Context: an optimization exercise on an open-source flow, tuned for small area. The choices shown serve that exercise and are no tape-out recipe.
Only simulation tests tie the RTL to the original design; equivalence was not proved.
Power figures rest on the tool's default switching activity, not on a simulated workload. The flow treats the clock pin as an ideal source, which a real chip does not have.

`flow/design.v`:
```
module ws2812_apb_chain #(
  parameter int NUM_LEDS     = 24,
  parameter int BIT_CYCLES   = 125,
  parameter int T0H_CYCLES   = 40,
  parameter int T1H_CYCLES   = 80,
  parameter int RESET_CYCLES = 6000
) (
  input  logic        PCLK,
  input  logic        PRESET,
  input  logic        PSEL,
  input  logic        PENABLE,
  input  logic        PWRITE,
  input  logic [31:0] PADDR,
  input  logic [31:0] PWDATA,
  output logic [31:0] PRDATA,
  output logic        PREADY,
  output logic        PSLVERR,
  output logic        LED,
  output logic        FRAME_DONE
);
  localparam int N  = NUM_LEDS;
  localparam int CW = $clog2(BIT_CYCLES);
  localparam logic [CW-1:0] CMAX = CW'(BIT_CYCLES - 1);
  localparam logic [CW-1:0] CPRE = CW'(BIT_CYCLES - 2);
  localparam logic [CW-1:0] T0H  = CW'(T0H_CYCLES);
  localparam logic [CW-1:0] T1H  = CW'(T1H_CYCLES);
  localparam int NR = N / 4;
  logic [23:0]  d_q [N];
  logic         v_q;
  logic [1:0]   rot_q;
  logic          busy_q, lat_q, pend_q;
  logic [4:0]    np_q;       
  logic [4:0]    bit_q;      
  logic [CW-1:0] cyc_q;
  logic [23:0]   s_q;        
  logic          auto_q, done_q, led_q, fd_q;
  logic [9:0]  w;
  logic        acc, wr, rd, setw;
  logic        hit_pix, hit_ctrl, hit_stat;
  logic        start, cend, cpre, bnd, pb, need, ldb, fe, evt, early, cap;
  logic [4:0]  idx, midx;
  logic        men;
  logic [1:0]  rslot, wslot;
  logic [N-1:0] we, wd, sel;
  logic         clr;
  logic [23:0] rdat;
  logic        unused_ok;
  assign w        = PADDR[11:2];
  assign acc      = PSEL & PENABLE;
  assign wr       = acc & PWRITE;
  assign rd       = acc & ~PWRITE;
  assign setw     = PSEL & ~PENABLE & PWRITE;
  assign hit_pix  = (w[9:5] == 5'd0) & (w[4:0] < 5'(N));
  assign hit_ctrl = w == 10'h3FE;
  assign hit_stat = w == 10'h3FF;
  assign unused_ok = ^{PADDR[31:12], PADDR[1:0], PWDATA[31:24]};
  always_ff @(posedge PCLK)
    rot_q <= rot_q + 2'd1;
  assign wslot = w[1:0] + rot_q + 2'd1;
  assign clr   = ~v_q & PSEL & PWRITE & hit_pix;
  always_comb
    for (int k = 0; k < N; k++) begin
      wd[k] = (k % 2 == 0) && PSEL && PWRITE && hit_pix &&
              w[4:2] == 3'(k / 4) && wslot == 2'(k % 4);
      we[k] = (k % 2 == 0) && (clr || wd[k]);
    end
  always_ff @(posedge PCLK)
    for (int k = 0; k < N; k++)
      if (k % 4 == 0)
        d_q[k] <= we[k] ? (wd[k] ? PWDATA[23:0] : 24'h000000) : ~d_q[k + 3];
      else if (k % 4 == 2)
        d_q[k] <= we[k] ? (wd[k] ? ~PWDATA[23:0] : 24'hFFFFFF) : ~d_q[k - 1];
      else
        d_q[k] <= d_q[k - 1];
  always_ff @(posedge PCLK or posedge PRESET) begin
    if (PRESET) v_q <= 1'b0;
    else if (wr && hit_pix) v_q <= 1'b1;
  end
  assign idx  = (busy_q & ~(lat_q & np_q[1])) ? np_q : 5'd0;
  assign midx = rd ? w[4:0] : idx;
  assign men  = v_q & (~rd | hit_pix);
  assign rslot = midx[1:0] + rot_q;
  always_comb
    for (int k = 0; k < N; k++)
      sel[k] = men && midx[4:2] == 3'(k / 4) && rslot == 2'(k % 4);
  always_comb begin
    rdat = '0;
    for (int k = 0; k < N; k++)
      rdat = rdat | ({24{sel[k]}} & ((k % 4 >= 2) ? ~d_q[k] : d_q[k]));
  end
  assign PREADY  = 1'b1;
  assign PSLVERR = acc & ~(hit_pix | hit_ctrl | hit_stat);
  assign PRDATA  = {8'h00, rdat[23:2],
                    rdat[1:0] | (hit_ctrl ? {auto_q, 1'b0} :
                                 hit_stat ? {done_q, busy_q} : 2'b00)};
  assign LED        = led_q;
  assign FRAME_DONE = fd_q;
  assign start = ~busy_q & wr & hit_ctrl & PWDATA[0];
  assign cend  = cyc_q == CMAX;
  assign cpre  = cyc_q == CPRE;
  assign bnd   = busy_q & cend & (bit_q == 5'd0);
  assign pb    = busy_q & cpre & (bit_q == 5'd0);
  assign need  = lat_q ? (np_q[1] & auto_q) : (np_q != 5'(N));
  assign ldb   = bnd & need;
  assign fe    = bnd & lat_q & np_q[1];               
  assign evt   = start | ldb | pend_q;
  assign early = pb & need & setw;
  assign cap   = early | (evt & ~rd & ~(ldb & wr));
  always_ff @(posedge PCLK) begin
    if (cap) s_q <= rdat;
    if (!busy_q || cend) cyc_q <= '0;
    else                 cyc_q <= cyc_q + CW'(1);
    if (!busy_q)         bit_q <= 5'd23;
    else if (cend)       bit_q <= (bit_q == 5'd0) ? 5'd23 : bit_q - 5'd1;
    if (evt && !rd)      np_q <= idx + 5'd1;
    else if (fe)         np_q <= 5'd0;
    else if (bnd && (lat_q || np_q == 5'(N))) np_q <= np_q + 5'd1;
    pend_q <= (ldb | pend_q) & rd;
    if (!busy_q || fe)   lat_q <= 1'b0;
    else if (bnd && np_q == 5'(N)) lat_q <= 1'b1;
  end
  always_ff @(posedge PCLK or posedge PRESET) begin
    if (PRESET) begin
      busy_q <= 1'b0;
      auto_q <= 1'b0;
      done_q <= 1'b0;
      led_q  <= 1'b0;
      fd_q   <= 1'b0;
    end else begin
      if (start)           busy_q <= 1'b1;
      else if (fe && !auto_q) busy_q <= 1'b0;
      if (wr && hit_ctrl)  auto_q <= PWDATA[1];
      if (fe)              done_q <= 1'b1;
      else if (wr && hit_stat && PWDATA[1]) done_q <= 1'b0;
      led_q <= busy_q & ~lat_q & (cyc_q < (s_q[bit_q] ? T1H : T0H));
      fd_q  <= fe;
    end
  end
endmodule
```
`flow/flow/run.sh`:
```
#!/bin/bash
# Standard ORFS layout (the standard.sh) with:
#  - an area-oriented ABC mapping script (synthesis script itself unchanged),
#  - buf_1 port buffers,
#  - clock tree: clkbuf_16 leaves over clusters of up to 32 sinks, no dummy loads.
set -euo pipefail
here=$(pwd)
rm -rf "$here/scripts_mod"
cp -r "$FLOW_HOME/scripts" "$here/scripts_mod"
cp "$here/flow/abc_area.script" "$here/scripts_mod/abc_area.script"
cp "$here/flow/abc_area.script" "$here/scripts_mod/abc_speed.script"
bash standard.sh SCRIPTS_DIR="$here/scripts_mod" \
  BUFFER_PORTS_ARGS="-buffer_cell sky130_fd_sc_hd__buf_1" \
  CTS_ARGS="-sink_clustering_enable -repair_clock_nets -dont_use_dummy_load -sink_clustering_size 32 -sink_clustering_max_diameter 80 -buf_list sky130_fd_sc_hd__clkbuf_16" \
  finish > "$here/make_finish.log" 2>&1
```
`flow/flow/abc_area.script`:
```
strash
&get -n
&st
&dch -f
&nf -R 1000
&put
strash
&get -n
&st
&dch -f
&nf -R 1000
&put
strash
&get -n
&st
&dch -f
&nf -R 1000
&put
topo
```
`flow/standard.sh`:
```
#!/bin/bash
# synth_recipe.tcl (not shown) runs the flow's synth.tcl, then flattens the netlist and writes it again
# the make line also repeats each setting of config.mk as NAME=value (left out here)
make -C /OpenROAD-flow-scripts/flow DESIGN_CONFIG=/design/flow/config.mk WORK_HOME=/design/flow/orfs CLKGATE_MAP_FILE= SYNTH_SCRIPT=/design/flow/synth_recipe.tcl "${@:-finish}"
```
`flow/config.mk`:
```
export PLATFORM = sky130hd
export DESIGN_NAME = ws2812_apb_chain
export DESIGN_NICKNAME = ws2812_apb_chain
export VERILOG_FILES = /design/flow/design.v
export SDC_FILE = /design/flow/constraint.sdc
export NUM_CORES = 4
export LEC_CHECK = 0
export ABC_AREA = 1
export CAP_MARGIN = 0
export CELL_PAD_IN_SITES_DETAIL_PLACEMENT = 0
export CELL_PAD_IN_SITES_GLOBAL_PLACEMENT = 0
export CORE_MARGIN = 2
export CORE_UTILIZATION = 75
export PLACE_DENSITY = 0.85
export SLEW_MARGIN = 0
```
`flow/constraint.sdc`:
```
create_clock -name core_clock -period 10.0 [get_ports {PCLK}]
set_input_delay 2.0000 -clock core_clock [delete_from_list [all_inputs] [get_ports {PCLK}]]
set_output_delay 2.0000 -clock core_clock [all_outputs]
set_load 0.01 [all_outputs]
```
==> results of run 1 <==
## worst max-delay path by stage
stage,slack [ns],to,start,depth (start not counted)
final,0.74,PRDATA[6],PSEL,23
after global routing,0.14,PRDATA[14],PSEL,23
after CTS,0.84,PRDATA[17],PSEL,23
after detailed placement,0.87,PRDATA[17],PSEL,23
after global placement,1.10,PRDATA[14],PSEL,23
after floorplan,1.89,PRDATA[1],PSEL,21
## synthesized netlist by cell type, drive strengths merged, types with 3 or more instances
master  instances
or2             7
nand2b          4
nor3           11
and3            5
nand3          14
xor2            7
a21oi          11
o211ai          7
clkinv         15
ha             10
a22oi         159
xnor2           6
edfxtp         29
o221ai        126
buf            31
nand2         186
a31oi           4
o21ai         154
o22ai          16
a221oi        127
dfrtp           6
a21o            5
dfxtp         592
mux4            7
nor4b           3
and2            3
nor2           61
## area by class of cell
cell class	count	area (sq um)
Clock buffer	23	576
Fill cell	1462	4480
Inverter	15	56.3
Multi-Input combinational cell	964	6300
Sequential cell	627	12900
Tap cell	330	413
Timing Repair Buffer	107	559
## logic make-up (layout without fill, tap and decap cells)
group	after synthesis	after routing	share of synthesized area, %
AO/OA/AOI/OAI	617	617	23.3
XOR/XNOR	13	13	0.587
adder cells (fa/ha/maj)	10	10	0.645
buffers and inverters	46	145	1.49
flip-flops	627	627	66.4
multiplexers	10	10	0.974
other	2	9	0.0387
AND/OR/NAND/NOR	305	305	6.58
## layout by cell type, fill, tap and decap left out, types with 2 or more instances in the layout
cell / count
a21o_1: 5
a21oi_1: 11
a221oi_1: 127
a22oi_1: 159
a311oi_1: 2
a31oi_1: 4
and2_0: 3
and3_1: 5
and4_1: 2
buf_1: 65
buf_4: 42
clkbuf_16: 23
clkinv_1: 15
conb_1: 9
dfrtp_1: 6
dfxtp_1: 592
edfxtp_1: 29
ha_1: 10
mux2i_1: 2
mux4_2: 7
nand2_1: 186
nand2b_1: 4
nand3_1: 14
nand3b_1: 2
nand4_1: 2
nor2_1: 58
nor2_2: 3
nor3_1: 9
nor3_2: 2
nor4_1: 2
nor4b_2: 2
o2111ai_1: 2
o211ai_1: 7
o21ai_0: 153
o221ai_1: 126
o22ai_1: 15
or2_0: 6
xnor2_1: 6
xor2_1: 7
## state kept, by name (all words and copies together) (netlist names), 2 cells and up
name and flops:
bit_q 5, cyc_q 7, d_q 576, np_q 5
rot_q 2, s_q 24
## worst reg2reg max path: stages (launching register included)
cell,delay (ns)
dfrtp_1,0.60
and2_0,0.38
nand2_1,0.13
a21oi_1,0.22
ha_1,0.19
xnor2_1,0.08
xnor2_1,0.29
nor2_1,0.21
nand2_1,0.38
buf_4,0.35
o221ai_1,0.19
a221oi_1,0.32
o221ai_1,0.20
a221oi_1,0.28
o221ai_1,0.21
a221oi_1,0.30
o221ai_1,0.22
a221oi_1,0.26
o221ai_1,0.18
a221oi_1,0.30
o221ai_1,0.20
## metrics by stage
step                      hold WS [ns]  setup WS, ns
final                            0.321         0.736
after global routing             0.337         0.145
after CTS                        0.324         0.840
after detailed placement         0.336         0.875
after global placement           0.332          1.10
after floorplan                  0.331          1.89
## power by group through the flow
stage          clock [mW]  sequential (mW)  combinational [mW]
6_report             1.12             2.72               0.130
5_1_grt              1.19             2.73               0.143
2_1_floorplan           0             2.75              0.0820
4_1_cts              1.11             2.72               0.127
3_3_place_gp            0             2.76               0.119
3_5_place_dp            0             2.77               0.126
## metal layers
layer | part of all wire [%] | vias to the layer above
li1 | - | 6547
met1 | 42 | 7087
met2 | 48 | 710
met3 | 8.6 | 79
met4 | 1.4 | 0
met5 | 0 | -
==> flow_summary.ini, run 1 <==
[run_status]
status = timing/DRC/antenna clean

[grt]
grt_remaining_overflow = 0
use_met3_pct = 4.57
gr-max-usage-layer = met2
grt_pass1_vias = 14265
antenna_found_initial = 0
grtUsageMet2_pct = 59.4
grt_pass1_wl_um = 76200
grt_max_degree = 33
grt_use_total_pct = 35.3
use_met1_pct = 48.9

[route]
via_count = 14423
via_per_inst = 6.98
initialDrtViolationCount = 1594
postRouteAntennaNets = 0
wirelength_um = 48200
drt_pass1_iterations = 8
drcViolationCount = 0
wl_per_cell_um = 23.3

[synthesis]
synthDominantCellAreaShare_pct = 61.1
synthTopCellsByArea = dfxtp_1, a22oi_1, a221oi_1
syn-cell-area_sq_mm = 0.0194
synth.avg_cell_area_sq_um = 11.9
async_flop_share_pct = 0.957
yosysTopAreaCell = dfxtp_1
yosysUniqueCellTypes = 43
synth_cells = 1630
synth_edf_count = 29
synth_ff_type = dfxtp_1
ys_ff_latch = 627
yosysSeqAreaShare_pct = 66.4
synth_warnings = 2

[worst_setup_path]
worstPathMaxFanout = 15
rr_startpoint = busy_q$_DFFE_PP0P_
reg2reg_depth = 20
critPathMostFrequentCell = o221ai_1
r2r_end = s_q[6]$_DFFE_PP_
slowest_stage = nand2_1
worstPathCellList = buf_1, nand2_1, or2_0, nor2_1, a21oi_1, ha_1, xnor2_1, xnor2_1, nor2_1, nand2_1, buf_4, o221ai_1, a221oi_1, o221ai_1, a221oi_1, o221ai_1, a221oi_1, o221ai_1, a221oi_1, o221ai_1, a221oi_1, o221ai_1, buf_1
crit_type = in -> out
crit_buf_inv = 3
required_ns = 8.00
worstSetupStartpointType = input pin
r2r_setup_slack_ns = 4.21
cpLargestDelayFamily = compound AO/OA/AOI/OAI gates
arrival_ns = 7.26
max_stage_delay_ns = 0.38
cp-end-kind = output port

[cts]
cts-resized-gates = 0
cts_buffers = 23
cts_buffer_depth = 3
hold_buffers = 0
cts_setup_buffers = 0
tritoncts = done
clock-sinks = 627
insertion_delay_ns = 0.56
cts_root_buf = clkbuf_16
cts_max_level = 1
clkSlewWorstSetupHoldPaths_ns = 0.12

[sta]
fin_crit_ns = 9.26
fin_skew_ns = 0.0317
setup_viol = 0
finalHoldViolations = 0
finalCritPeriodShare_pct = 92.6
slew_viol_final = 0
worst-slew-pin-transition_ns = 1.19
clock.fmax_ghz = 0.108
rsz0062_at_grt = no
fin_tns_setup_ns = 0
slew_headroom_pct = 21.0

[placement]
gp_congestion = 0.874
portBuffers = 65
dp_hpwl_um = 31500
place_area_sq_mm = 0.0202
placed_cells = 2043

[floorplan]
fp.dieH_um = 165
die_w_um = 165
dieArea_sq_mm = 0.0272
io_pins = 105
coreArea_sq_mm = 0.0253
fp-row-count = 58
start_util_pct = 76.8

[power_and_ir_drop]
peakVddDrop_v = 0.000156
clkPwrFrac_pct = 28.2
seqPwrFrac_pct = 68.5
p_total_mw = 3.97
switching_share_pct = 21.4
combinationalPowerShare_pct = 3.3
power.switching_uw = 848
power.internal_mw = 3.12
p_leak_nw = 8.19
power_density_mw_per_mm2 = 191

[min_path]
hold_depth = 0
worstHoldStart = d_q[6][1]$_DFF_P_
whs_endpoint = d_q[7][1]$_DFF_P_
hold_path_class = reg -> reg

[final_layout]
fin_area_sq_mm = 0.0208
drive_above_1_share_pct = 4.67
layoutNonFillerInstCount = 2066
final_util_pct = 82.3
diodes = 0
layout-area-overhead-vs-synth_pct = 7.12
nets = 1817

[flow_run]
maxCapViolCount = 0
==> inputs of run 2 (changes only) <==
--- a/flow/flow/run.sh
+++ b/flow/flow/run.sh
@@ -13,3 +13,3 @@
   BUFFER_PORTS_ARGS="-buffer_cell sky130_fd_sc_hd__buf_1" \
-  CTS_ARGS="-sink_clustering_enable -repair_clock_nets -dont_use_dummy_load -sink_clustering_size 32 -sink_clustering_max_diameter 80 -buf_list sky130_fd_sc_hd__clkbuf_16" \
+  CTS_ARGS="-sink_clustering_enable -repair_clock_nets -dont_use_dummy_load -sink_clustering_size 40 -sink_clustering_max_diameter 60 -buf_list sky130_fd_sc_hd__clkbuf_16" \
   finish > "$here/make_finish.log" 2>&1
--- a/flow/config.mk
+++ b/flow/config.mk
@@ -9,7 +9,5 @@
 export CAP_MARGIN = 0
-export CELL_PAD_IN_SITES_DETAIL_PLACEMENT = 0
-export CELL_PAD_IN_SITES_GLOBAL_PLACEMENT = 0
 export CORE_MARGIN = 2
-export CORE_UTILIZATION = 75
-export PLACE_DENSITY = 0.85
+export CORE_UTILIZATION = 70
+export PLACE_DENSITY = 0.8
 export SLEW_MARGIN = 0
==> run 2 against run 1 <==
Compared with the run above:
- still clean
- via count down 0.71%
- die area rose by 7.0%
- cell area increased by 1.7%
- clock-buffer cell count up 11
- global-route usage fell by 2.0 points
- critical path depth down 1
- routed wire length shrank 0.46%
- sequential share of layout area down 1.0 points
- clock skew up 0.028 ns
- combinational power barely moved
- critical endpoint is now PRDATA[10]
==> flow_summary.ini, run 2 <==
[power_and_ir_drop]
power_density_mw_per_mm2 = 198
peakVddDrop_v = 0.000186
p_leak_nw = 8.34

[placement]
gp_congestion = 0.859
portBuffers = 65
dp_hpwl_um = 31300

[grt]
antenna_found_initial = 0
grt_pass1_wl_um = 77000
grt_max_degree = 39
grt_pass1_vias = 14142
grt_use_total_pct = 33.3
grt_remaining_overflow = 0

[flow_run]
maxCapViolCount = 0

[synthesis]
synth_cells = 1630
synth_edf_count = 29
yosysSeqAreaShare_pct = 66.4
synthDominantCellAreaShare_pct = 61.1
synth_common_cells = dfxtp_1, nand2_1, a22oi_1
synth_warnings = 2
yosysUniqueCellTypes = 43
syn-cell-area_sq_mm = 0.0194
ys_ff_latch = 627
post-synth-top-count-cell = dfxtp_1
synth_ff_type = dfxtp_1
synth.avg_cell_area_sq_um = 11.9
synthTopCellsByArea = dfxtp_1, a22oi_1, a221oi_1
async_flop_share_pct = 0.957
yosysTopAreaCell = dfxtp_1

[sta]
fin_tns_setup_ns = 0
fin_crit_ns = 9.07
hold_ws_ns = 0.313
slew_headroom_pct = 22.0
clock.fmax_ghz = 0.110
rsz0062_at_grt = no
fin_skew_ns = 0.0594
setup_viol = 0
finalCritPeriodShare_pct = 90.7
slew_viol_final = 0
finalHoldViolations = 0
worst-slew-pin-transition_ns = 1.17

[worst_setup_path]
worstSetupStartpointType = input pin
r2r_setup_slack_ns = 4.35
crit_type = in -> out
worstPathMaxFanout = 17
required_ns = 8.00
rr_startpoint = busy_q$_DFFE_PP0P_
arrival_ns = 7.07
reg2reg_depth = 21
cp-end-kind = output port
r2r_end = s_q[10]$_DFFE_PP_

[final_layout]
diodes = 0
mostFrequentLayoutCell = dfxtp_1
top_regs = d_q x576, s_q x24, cyc_q x7
nets = 1831
largest_reg_flops = 576
layout_common_cells = dfxtp_1, nand2_1, a22oi_1
layout-area-overhead-vs-synth_pct = 8.96
drive_above_1_share_pct = 5.37
top_register = d_q

[route]
wl_per_cell_um = 22.6
drcViolationCount = 0
postRouteAntennaNets = 0
initialDrtViolationCount = 1628
drt_pass1_iterations = 6
wirelength_um = 48000
via_per_inst = 6.75
via_count = 14320

[cts]
cts_root_buf = clkbuf_16
cts_buffer_depth = 3
cts-resized-gates = 0
cts_setup_buffers = 0
insertion_delay_ns = 0.55
clock-sinks = 627
clkSlewWorstSetupHoldPaths_ns = 0.12
tritoncts = done
cts_max_level = 2
hold_buffers = 0
cts_buffers = 34

[floorplan]
dieArea_sq_mm = 0.0291
start_util_pct = 71.6
coreArea_sq_mm = 0.0271
fp.dieH_um = 170
die_w_um = 170
fp-row-count = 60
io_pins = 105

[min_path]
hold_depth = 0
whs_endpoint = d_q[9][0]$_DFF_P_
hold_path_class = reg -> reg
worstHoldStart = d_q[8][0]$_DFF_P_

[run_status]
status = timing/DRC/antenna clean
## run 2: per-stage QoR
stage / total power [mW] / worst slack [ns] / cell area (sq um) / util, % / instances
after floorplan: 2.83 / 1.89 / 19400 / - / 1637
after global placement: 2.88 / 1.15 / 20300 / 74.8 / 2088
after detailed placement: 2.90 / 1.05 / 20300 / 74.8 / 2088
after CTS: 4.19 / 0.989 / 21100 / 78.0 / 2122
after global routing: 4.31 / 0.347 / 21100 / 78.0 / 2122
final: 4.19 / 0.926 / 21100 / 78.0 / 2122
## run 2: logic make-up (layout without fill, tap and decap cells)
logic type	count (synthesis)	count (layout)	share of synthesized area (%)
DFF	627	627	66.4
AOI/OAI and AO/OA	617	617	23.3
and+or+nand+nor	305	305	6.58
buffers and inverters	46	159	1.49
xor gates and xnor gates	13	13	0.587
adders and majority gates	10	10	0.645
muxes	10	10	0.974
other	2	9	0.0387
## run 2: how the worst max path moves through the flow
stage / start / end / slack [ns] / depth (start not counted)
after detailed placement: PSEL / PRDATA[10] / 1.05 / 22
after global routing: PSEL / PRDATA[22] / 0.35 / 23
after global placement: PSEL / PRDATA[0] / 1.15 / 24
final: PSEL / PRDATA[10] / 0.93 / 22
after floorplan: PSEL / PRDATA[1] / 1.89 / 21
after CTS: PSEL / PRDATA[10] / 0.99 / 22
## run 2: final cells by class
class                   count  area [sq um]
flip-flops and latches    627         12900
multi-input cells         964          6290
fillers                  1771          5970
clock buffers              34           851
repair buffers            110           594
well taps                 372           465
inverters                  15          56.3
## run 2: per-layer routing
metal | vias to the layer above | track usage [%] | wire length [um]
li1 | 6576 | - | -
met1 | 7008 | 48.0 | 20800
met2 | 660 | 54.1 | 22500
met3 | 76 | 4.40 | 3820
met4 | 0 | 7.54 | 932
met5 | - | 0 | 0
## run 2: power by group
| part | internal, mW | switching, mW |
|---|---|---|
| Clock | 0.609 | 0.739 |
| Sequential | 2.65 | 0.0688 |
| Combinational | 0.0526 | 0.0763 |
| Total | 3.31 | 0.884 |
## run 2: critical path, stage by stage
cell,delay (ns)
buf_1,0.19
nand2_1,0.10
or2_0,0.33
buf_4,0.22
o21ai_0,0.23
nand2b_1,0.30
or2_0,0.23
nor2_2,0.20
buf_4,0.26
a22oi_1,0.21
o221ai_1,0.14
a221oi_1,0.28
o221ai_1,0.23
a221oi_1,0.27
o221ai_1,0.21
a221oi_1,0.25
o221ai_1,0.20
a221oi_1,0.30
o221ai_1,0.18
a221oi_1,0.27
o221ai_1,0.25
buf_1,0.21
==> inputs of run 3 (changes only) <==
--- a/flow/flow/run.sh
+++ b/flow/flow/run.sh
@@ -13,3 +13,3 @@
   BUFFER_PORTS_ARGS="-buffer_cell sky130_fd_sc_hd__buf_1" \
-  CTS_ARGS="-sink_clustering_enable -repair_clock_nets -dont_use_dummy_load -sink_clustering_size 40 -sink_clustering_max_diameter 60 -buf_list sky130_fd_sc_hd__clkbuf_16" \
+  CTS_ARGS="-sink_clustering_enable -repair_clock_nets -dont_use_dummy_load -sink_clustering_size 36 -sink_clustering_max_diameter 70 -buf_list sky130_fd_sc_hd__clkbuf_16 -root_buf sky130_fd_sc_hd__clkbuf_8" \
   finish > "$here/make_finish.log" 2>&1
--- a/flow/config.mk
+++ b/flow/config.mk
@@ -10,4 +10,4 @@
 export CORE_MARGIN = 2
-export CORE_UTILIZATION = 70
-export PLACE_DENSITY = 0.8
+export CORE_UTILIZATION = 65
+export PLACE_DENSITY = 0.75
 export SLEW_MARGIN = 0
==> run 3 against run 2 <==
Compared with the run above:
- register-to-register slack improved by 0.16 ns
- still clean on timing, DRC and antenna
- sequential share of layout area increased by 0.51 points
- critical endpoint is now PRDATA[14]
- non-clock buffer count increased by 3
==> flow_summary.ini, run 3 <==
[route]
drt_pass1_iterations = 5
postRouteAntennaNets = 0
wl_per_cell_um = 22.5
via_per_inst = 6.64
drcViolationCount = 0
initialDrtViolationCount = 1498
wirelength_um = 48000
via_count = 14182

[synthesis]
ys_ff_latch = 627
synth_common_cells = dfxtp_1, nand2_1, a22oi_1
async_flop_share_pct = 0.957
synthTopCellsByArea = dfxtp_1, a22oi_1, a221oi_1
yosysUniqueCellTypes = 43
synth_ff_type = dfxtp_1
synthDominantCellAreaShare_pct = 61.1
synth_cells = 1630
syn-cell-area_sq_mm = 0.0194
synth.avg_cell_area_sq_um = 11.9
post-synth-top-count-cell = dfxtp_1
yosysSeqAreaShare_pct = 66.4
yosysTopAreaCell = dfxtp_1
synth_warnings = 2
synth_edf_count = 29

[sta]
finalCritPeriodShare_pct = 90.0
hold_ws_ns = 0.307
fin_tns_setup_ns = 0
finalHoldViolations = 0
finalWorstSetupSlack_ns = 0.997
clock.fmax_ghz = 0.111
slew_viol_final = 0
fin_crit_ns = 9.00
fin_skew_ns = 0.0872
worst-slew-pin-transition_ns = 1.23
rsz0062_at_grt = no
slew_headroom_pct = 18.2
setup_viol = 0

[floorplan]
fp-row-count = 63
io_pins = 105
start_util_pct = 65.8
die_w_um = 177
dieArea_sq_mm = 0.0312
coreArea_sq_mm = 0.0295
fp.dieH_um = 177

[power_and_ir_drop]
p_total_mw = 4.01
power_density_mw_per_mm2 = 191
peakVddDrop_v = 0.000167
p_leak_nw = 8.25

[grt]
use_met3_pct = 4.02
grt_max_degree = 37
grtUsageMet2_pct = 48.3
use_met1_pct = 45.1
antenna_found_initial = 0
grt_pass1_wl_um = 76300
gr-max-usage-layer = met2
grt_remaining_overflow = 0
grt_pass1_vias = 13654
grt_use_total_pct = 30.5

[final_layout]
mostFrequentLayoutCell = dfxtp_1
diodes = 0
fin_area_sq_mm = 0.0210
regArea_sq_mm = 0.0129
layoutNonFillerInstCount = 2136
layout-area-overhead-vs-synth_pct = 8.05
top_regs = d_q x576, s_q x24, cyc_q x7
layout_common_cells = dfxtp_1, nand2_1, a22oi_1
nets = 1827
largest_reg_flops = 576
top_register = d_q
final_util_pct = 71.1
multiInputGateArea_sq_mm = 0.00629
drive_above_1_share_pct = 5.15
fillers = 2179

[worst_setup_path]
arrival_ns = 7.00
required_ns = 8.00
worstSetupStartpointType = input pin
worstPathMaxFanout = 14
crit_type = in -> out
cp-end-kind = output port

[placement]
placed_cells = 2109
portBuffers = 65
place_area_sq_mm = 0.0203
dp_hpwl_um = 31700
gp_congestion = 0.845
dp_slack_ns = 1.02

[min_path]
hold_path_class = reg -> reg

[cts]
tritoncts = done
cts_buffer_depth = 3
hold_buffers = 0
insertion_delay_ns = 0.70
cts-resized-gates = 0
clock-sinks = 627
cts_setup_buffers = 0
clkSlewWorstSetupHoldPaths_ns = 0.10
cts_root_buf = clkbuf_8
cts_max_level = 1
cts_buffers = 27

[flow_run]
maxCapViolCount = 0

[run_status]
status = timing/DRC/antenna clean
## run 3: changes by cell type in the layout (fill, tap and decap cells not counted), sizes merged
cell,delta
buf,+3
clkbuf,-7
## run 3: critical path, stage by stage
cell and delay (ns):
buf_1 0.22, nand2_1 0.10, or2_0 0.20, buf_4 0.19, nor2_1 0.09, a21oi_1 0.05, ha_1 0.20, xnor2_1 0.13
xnor2_1 0.29, nor2_1 0.19, nand2_1 0.14, buf_4 0.22, buf_4 0.27, o221ai_1 0.14, a221oi_1 0.22, o221ai_1 0.17
a221oi_1 0.29, o221ai_1 0.22, a221oi_1 0.24, o221ai_1 0.20, a221oi_1 0.26, o221ai_1 0.21, a221oi_1 0.29, o221ai_1 0.23
buf_1 0.21
## run 3: report_power, final
part | leakage, nW | total (mW) | switching (mW) | internal [mW]
combinational | 2.70 | 0.129 | 0.0760 | 0.0527
sequential | 5.23 | 2.71 | 0.0661 | 2.65
clock | 0.317 | 1.16 | 0.713 | 0.452
total | 8.25 | 4.01 | 0.855 | 3.15
## run 3: area by class of cell
type,instances,area share (%)
clock buffers,27,3.06
inverters,15,0.269
multi-input cells,964,30.0
flip-flops and latches,627,61.4
well taps,390,2.33
repair buffers,113,2.88
## run 3: cell families after synthesis
kind of cell	share of synthesized area [%]
DFF	66.4
adders and majority gates	0.645
and+or+nand+nor	6.58
buffers and inverters	1.49
other	0.0387
AOI/OAI and AO/OA	23.3
xor gates and xnor gates	0.587
muxes	0.974
## run 3: final timing paths
check,slack (ns),from,end,cells past startpoint
setup / recovery,1.0,PSEL,PRDATA[14],25
hold / removal,0.31,d_q[12][13]$_DFF_P_,d_q[13][13]$_DFF_P_,0
setup reg to reg,4.51,busy_q$_DFFE_PP0P_,s_q[6]$_DFFE_PP_,21
hold reg to reg,0.31,d_q[12][13]$_DFF_P_,d_q[13][13]$_DFF_P_,0
max in group asynchronous,8.61,PRESET,fd_q$_DFF_PP0_,2
min in group asynchronous,1.21,PRESET,led_q$_DFF_PP0_,2
## run 3: per-layer routing
layer | vias up | wire (um)
met3 | 51 | 3500
met4 | 0 | 714
met1 | 6997 | 21800
met5 | - | 0
li1 | 6562 | -
met2 | 572 | 22000

## re-timing with driven ports
The flow's constraints put no driver on any port. The routed layouts listed below were extracted and timed again, unchanged, in two steps. Step 1 (the two cells are an assumption about what drives the block):
set clk [get_ports {PCLK}]
set_driving_cell -lib_cell sky130_fd_sc_hd__clkbuf_16 $clk
set_driving_cell -lib_cell sky130_fd_sc_hd__buf_2 [delete_from_list [all_inputs] $clk]
Step 2 moves the port delays by t, midway between the first and last clock arrival at a register: inputs arrive t later, outputs are due t later. That takes back most of the time a late clock gives input paths. Three values: no drivers, after step 1, after step 2; two values: the first two.
run | shift t [ns] | setup WS [ns] | worst slew at a driven data input, ns
run 1 | 0.598 | 0.736 / 0.711 / 0.711 | 0.05
run 2 | 0.571 | 0.926 / 0.900 / 0.900 | 0.05
run 3 | 0.710 | 0.997 / 0.972 / 0.972 | 0.05
After both steps every run listed still meets setup and hold. For run 2, which loses most, drivers alone change the setup slack by -0.026 ns; drivers and shift together by -0.026 ns.
